Context: an optimization exercise on an open-source flow, tuned for small area, a short achievable clock period and few clock cycles per item. The choices shown serve that exercise and are no tape-out recipe.
No activity file was given, so power comes from the tool's default toggle rates.

==> flow/design.v <==
package wpm_pkg;
   localparam int MAX_PATTERN_DEFAULT = 32;
   localparam logic [7:0] STAR_CHAR     = 8'h2A;
   localparam logic [7:0] QUESTION_CHAR = 8'h3F;
endpackage
module wpm_csr_regs (
   input  logic         clock,
   input  logic         reset,
   input  logic         csr_valid,
   output logic         csr_ready,
   input  logic [2:0]   csr_index,
   input  logic [63:0]  csr_data,
   output logic [255:0] pattern,
   output logic [31:0]  star,
   output logic [5:0]   used_len
);
   logic [63:0] wdata;
   logic [7:0]  wstar;
   logic [5:0]  wlen;
   logic [4:0]  we;
   assign csr_ready = 1'b1;
   assign wdata = csr_data & {64{~reset}};
   always_comb begin
      for (int k = 0; k < 8; k++)
         wstar[k] = (wdata[8*k +: 8] == wpm_pkg::STAR_CHAR);
   end
   always_ff @(posedge clock) begin
      if (reset)
         star <= '0;
      else
         for (int w = 0; w < 4; w++)
            if (csr_valid && csr_index == 3'(w)) star[8*w +: 8] <= wstar;
   end
   assign wlen  = (csr_data[5] & (|csr_data[4:0])) ? 6'd32 : csr_data[5:0];
   always_comb begin
      for (int w = 0; w < 5; w++)
         we[w] = reset | (csr_valid && csr_index == 3'(w));
   end
   always_ff @(posedge clock) begin
      for (int w = 0; w < 4; w++)
         if (we[w]) pattern[64*w +: 64] <= wdata;
      if (we[4]) used_len <= wlen & {6{~reset}};
   end
endmodule
module wpm_column_unit (
   input  logic         clock,
   input  logic         reset,
   input  logic         accept,
   input  logic         req_char,     
   input  logic [7:0]   req_data,
   input  logic [255:0] pattern,
   input  logic [31:0]  star,
   input  logic [5:0]   used_len,
   output logic         step_valid,
   output logic         matched,
   output logic         alive
);
   localparam int N      = 32;
   localparam int LEVELS = 5;
   logic [N:0]   column_ff;
   logic [N:1]   hit_in;
   logic [N:1]   hit_ff;
   logic         char_ff;
   logic         valid_ff;
   logic [N:1]   is_star;
   logic [N:1]   gen;
   logic [N:0]   col_mask;
   logic [N:0]   len_hot;
   logic [N:1]   gen_lv  [0:LEVELS];
   logic [N:1]   prop_lv [0:LEVELS];
   logic [7:0]   pat_ch;
   always_comb begin
      for (int i = 1; i <= N; i++) begin
         pat_ch     = pattern[8*(i-1) +: 8];
         is_star[i] = star[i-1];
         hit_in[i]  = req_char && (is_star[i] ||
                      pat_ch == wpm_pkg::QUESTION_CHAR || pat_ch == req_data);
      end
   end
   always_ff @(posedge clock) begin
      hit_ff  <= hit_in;
      char_ff <= req_char;
   end
   always_ff @(posedge clock) begin
      if (reset)
         valid_ff <= 1'b0;
      else
         valid_ff <= accept;
   end
   assign step_valid = valid_ff;
   always_comb begin
      for (int i = 1; i <= N; i++)
         gen[i] = (hit_ff[i] && is_star[i] && column_ff[i])
               || (hit_ff[i] && !is_star[i] && column_ff[i-1]);
      gen[1] = gen[1] || (is_star[1] && !char_ff);
   end
   always_comb begin
      gen_lv[0]  = gen;
      prop_lv[0] = is_star;
      prop_lv[0][1] = 1'b0;
      for (int lv = 0; lv < LEVELS; lv++) begin
         for (int i = 1; i <= N; i++) begin
            if (i - (1 << lv) >= 1) begin
               gen_lv[lv+1][i]  = gen_lv[lv][i]
                                | (prop_lv[lv][i] & gen_lv[lv][i - (1 << lv)]);
               prop_lv[lv+1][i] = prop_lv[lv][i] & prop_lv[lv][i - (1 << lv)];
            end else begin
               gen_lv[lv+1][i]  = gen_lv[lv][i];
               prop_lv[lv+1][i] = prop_lv[lv][i];
            end
         end
      end
   end
   always_comb begin
      for (int i = 0; i <= N; i++)
         col_mask[i] = (6'(i) <= used_len);
   end
   always_ff @(posedge clock) begin
      if (reset)
         column_ff <= (N+1)'(1);
      else if (valid_ff)
         column_ff <= {gen_lv[LEVELS], !char_ff} & col_mask;
   end
   always_comb begin
      for (int i = 0; i <= N; i++)
         len_hot[i] = (used_len == 6'(i));
   end
   assign matched = |(column_ff & len_hot);
   assign alive   = |column_ff;
endmodule
module wildcard_pattern_matcher (
   input  logic        clock,
   input  logic        reset,
   input  logic        req_tvalid,
   output logic        req_tready,
   input  logic [7:0]  req_tdata,    
   input  logic [0:0]  req_tuser,    
   output logic        rsp_tvalid,
   input  logic        rsp_tready,
   output logic [7:0]  rsp_tdata,    
   input  logic        csr_valid,
   output logic        csr_ready,
   input  logic [2:0]  csr_index,
   input  logic [63:0] csr_data
);
   localparam int DEPTH = 4;
   logic [255:0] pattern;
   logic [31:0]  star;
   logic [5:0]   used_len;
   logic         ready_ff;
   logic         accept;
   logic         take;
   logic         step_valid;
   logic         col_valid_ff;
   logic         matched;
   logic         alive;
   logic [DEPTH-1:0] pending_ff;    
   logic [DEPTH-1:0] pending_in;
   logic [1:0]   q_data_ff  [DEPTH];
   logic [DEPTH-1:0] q_valid_ff;
   logic [1:0]   q_data_in  [DEPTH];
   logic [DEPTH-1:0] q_valid_in;
   wpm_csr_regs u_csr_regs (
      .clock     (clock),
      .reset     (reset),
      .csr_valid (csr_valid),
      .csr_ready (csr_ready),
      .csr_index (csr_index),
      .csr_data  (csr_data),
      .pattern   (pattern),
      .star      (star),
      .used_len  (used_len)
   );
   assign req_tready = ready_ff;
   assign accept     = req_tvalid && ready_ff;
   assign take       = q_valid_ff[0] && rsp_tready;
   always_ff @(posedge clock) begin
      if (reset)
         col_valid_ff <= 1'b0;
      else
         col_valid_ff <= step_valid;
   end
   wpm_column_unit u_column_unit (
      .clock      (clock),
      .reset      (reset),
      .accept     (accept),
      .req_char   (req_tuser[0]),
      .req_data   (req_tdata),
      .pattern    (pattern),
      .star       (star),
      .used_len   (used_len),
      .step_valid (step_valid),
      .matched    (matched),
      .alive      (alive)
   );
   always_comb begin
      if (accept && !take)
         pending_in = {pending_ff[DEPTH-2:0], 1'b1};
      else if (take && !accept)
         pending_in = {1'b0, pending_ff[DEPTH-1:1]};
      else
         pending_in = pending_ff;
   end
   always_ff @(posedge clock) begin
      if (reset) begin
         pending_ff <= '0;
         ready_ff   <= 1'b1;
      end else begin
         pending_ff <= pending_in;
         ready_ff   <= !pending_in[DEPTH-1];
      end
   end
   always_comb begin
      for (int k = 0; k < DEPTH; k++) begin
         if (take) begin
            q_data_in[k]  = (k + 1 < DEPTH) ? q_data_ff[(k + 1) % DEPTH] : q_data_ff[k];
            q_valid_in[k] = (k + 1 < DEPTH) ? q_valid_ff[(k + 1) % DEPTH] : 1'b0;
         end else begin
            q_data_in[k]  = q_data_ff[k];
            q_valid_in[k] = q_valid_ff[k];
         end
      end
      if (col_valid_ff) begin
         for (int k = DEPTH - 1; k >= 0; k--) begin
            if (!q_valid_in[k] && (k == 0 || q_valid_in[k-1])) begin
               q_data_in[k]  = {alive, matched};
               q_valid_in[k] = 1'b1;
            end
         end
      end
   end
   always_ff @(posedge clock) begin
      if (reset)
         q_valid_ff <= '0;
      else
         q_valid_ff <= q_valid_in;
   end
   always_ff @(posedge clock) begin
      for (int k = 0; k < DEPTH; k++)
         q_data_ff[k] <= q_data_in[k];
   end
   assign rsp_tvalid = q_valid_ff[0];
   assign rsp_tdata  = {6'b0, q_data_ff[0]};
endmodule
clock: 5.5 ns
lec_check: 0
abc_clock_period_in_ps: 2000
cap_margin: 20
core_margin: 2
core_utilization: 60
cts_cluster_diameter: 80
cts_cluster_size: 30
setup_slack_margin: 3.3
slew_margin: 20
standard.sh (not shown) runs the stock make flow with config.mk's settings and CLKGATE_MAP_FILE= SYNTH_SCRIPT=/design/flow/synth_recipe.tcl, a recipe that flattens the netlist after the stock synthesis.
==> flow/flow/run.sh <==
#!/bin/bash
# Standard synthesis and layout; the only change is the cell used for the
# port buffers (buf_1 instead of the tool's default choice, a delay buffer).
set -euo pipefail
bash standard.sh synth > synth.log 2>&1
bash standard.sh finish BUFFER_PORTS_ARGS="-buffer_cell sky130_fd_sc_hd__buf_1" > layout.log 2>&1
test -f out/final.def
Edit:
--- a/flow/design.v
+++ b/flow/design.v
@@ -72,10 +72,10 @@
    always_comb begin
       for (int i = 1; i <= N; i++) begin
          pat_ch     = pattern[8*(i-1) +: 8];
          is_star[i] = star[i-1];
-         hit_in[i]  = req_char && (is_star[i] ||
-                      pat_ch == wpm_pkg::QUESTION_CHAR || pat_ch == req_data);
+         hit_in[i]  = req_char &&
+                      (pat_ch == wpm_pkg::QUESTION_CHAR || pat_ch == req_data);
       end
    end
    always_ff @(posedge clock) begin
       hit_ff  <= hit_in;
@@ -88,12 +88,14 @@
          valid_ff <= accept;
    end
    assign step_valid = valid_ff;
    always_comb begin
-      for (int i = 1; i <= N; i++)
-         gen[i] = (hit_ff[i] && is_star[i] && column_ff[i])
-               || (hit_ff[i] && !is_star[i] && column_ff[i-1]);
-      gen[1] = gen[1] || (is_star[1] && !char_ff);
+      for (int i = 1; i <= N; i++) begin
+         if (is_star[i])
+            gen[i] = (char_ff && column_ff[i]) || (i == 1 && !char_ff);
+         else
+            gen[i] = hit_ff[i] && column_ff[i-1];
+      end
    end
    always_comb begin
       gen_lv[0]  = gen;
       prop_lv[0] = is_star;
After rerunning: Hold slack gains 4.8 ps; critical path depth rises by 3; final cell count rises by 3.0%; count of clock-buffer cells in the layout stays the same; core utilization rises by 0.24 points; combinational power rises by 7.2%; power stays flat; setup slack gains 13 ps; final area rises by 0.62%; die area rises by 0.51%; wire length rises by 3.4%; sequential power hardly moves; area after synthesis rises by 0.52%; sequential cell count is unchanged.
No functional check of the RTL was part of any run of this note.

## separate check: timing with driven ports
Ports are ideal in the flow. The routed layouts listed here were re-timed in OpenROAD.
Step 1 sets driving cells, clkbuf_16 on the clock port and buf_2 on the other inputs (assumed; they add their load-dependent delay and slew).
Step 2 times the ports against the registers' clock, not the clock port: input delays grow and output delays shrink by t, the midpoint of the rising clock arrivals with the driver on.
Slacks: no drivers / after step 1 / after step 2; pairs: no drivers / after step 1.
| run | t, ns | setup WS [ns] | slew at the worst register clock pin (ns) | cell pins on the clock port's net |
|---|---|---|---|---|
| the first run | 0.591 | 3.072 / 3.072 / 2.740 | 0.11 / 0.11 | 1 |
| the second run | 0.589 | 3.085 / 3.085 / 2.739 | 0.11 / 0.11 | 1 |
After both steps every run listed still meets setup and hold. The setup slack of the second run, which loses most, moves by 0.000 ns with the drivers and by -0.346 ns with both steps.
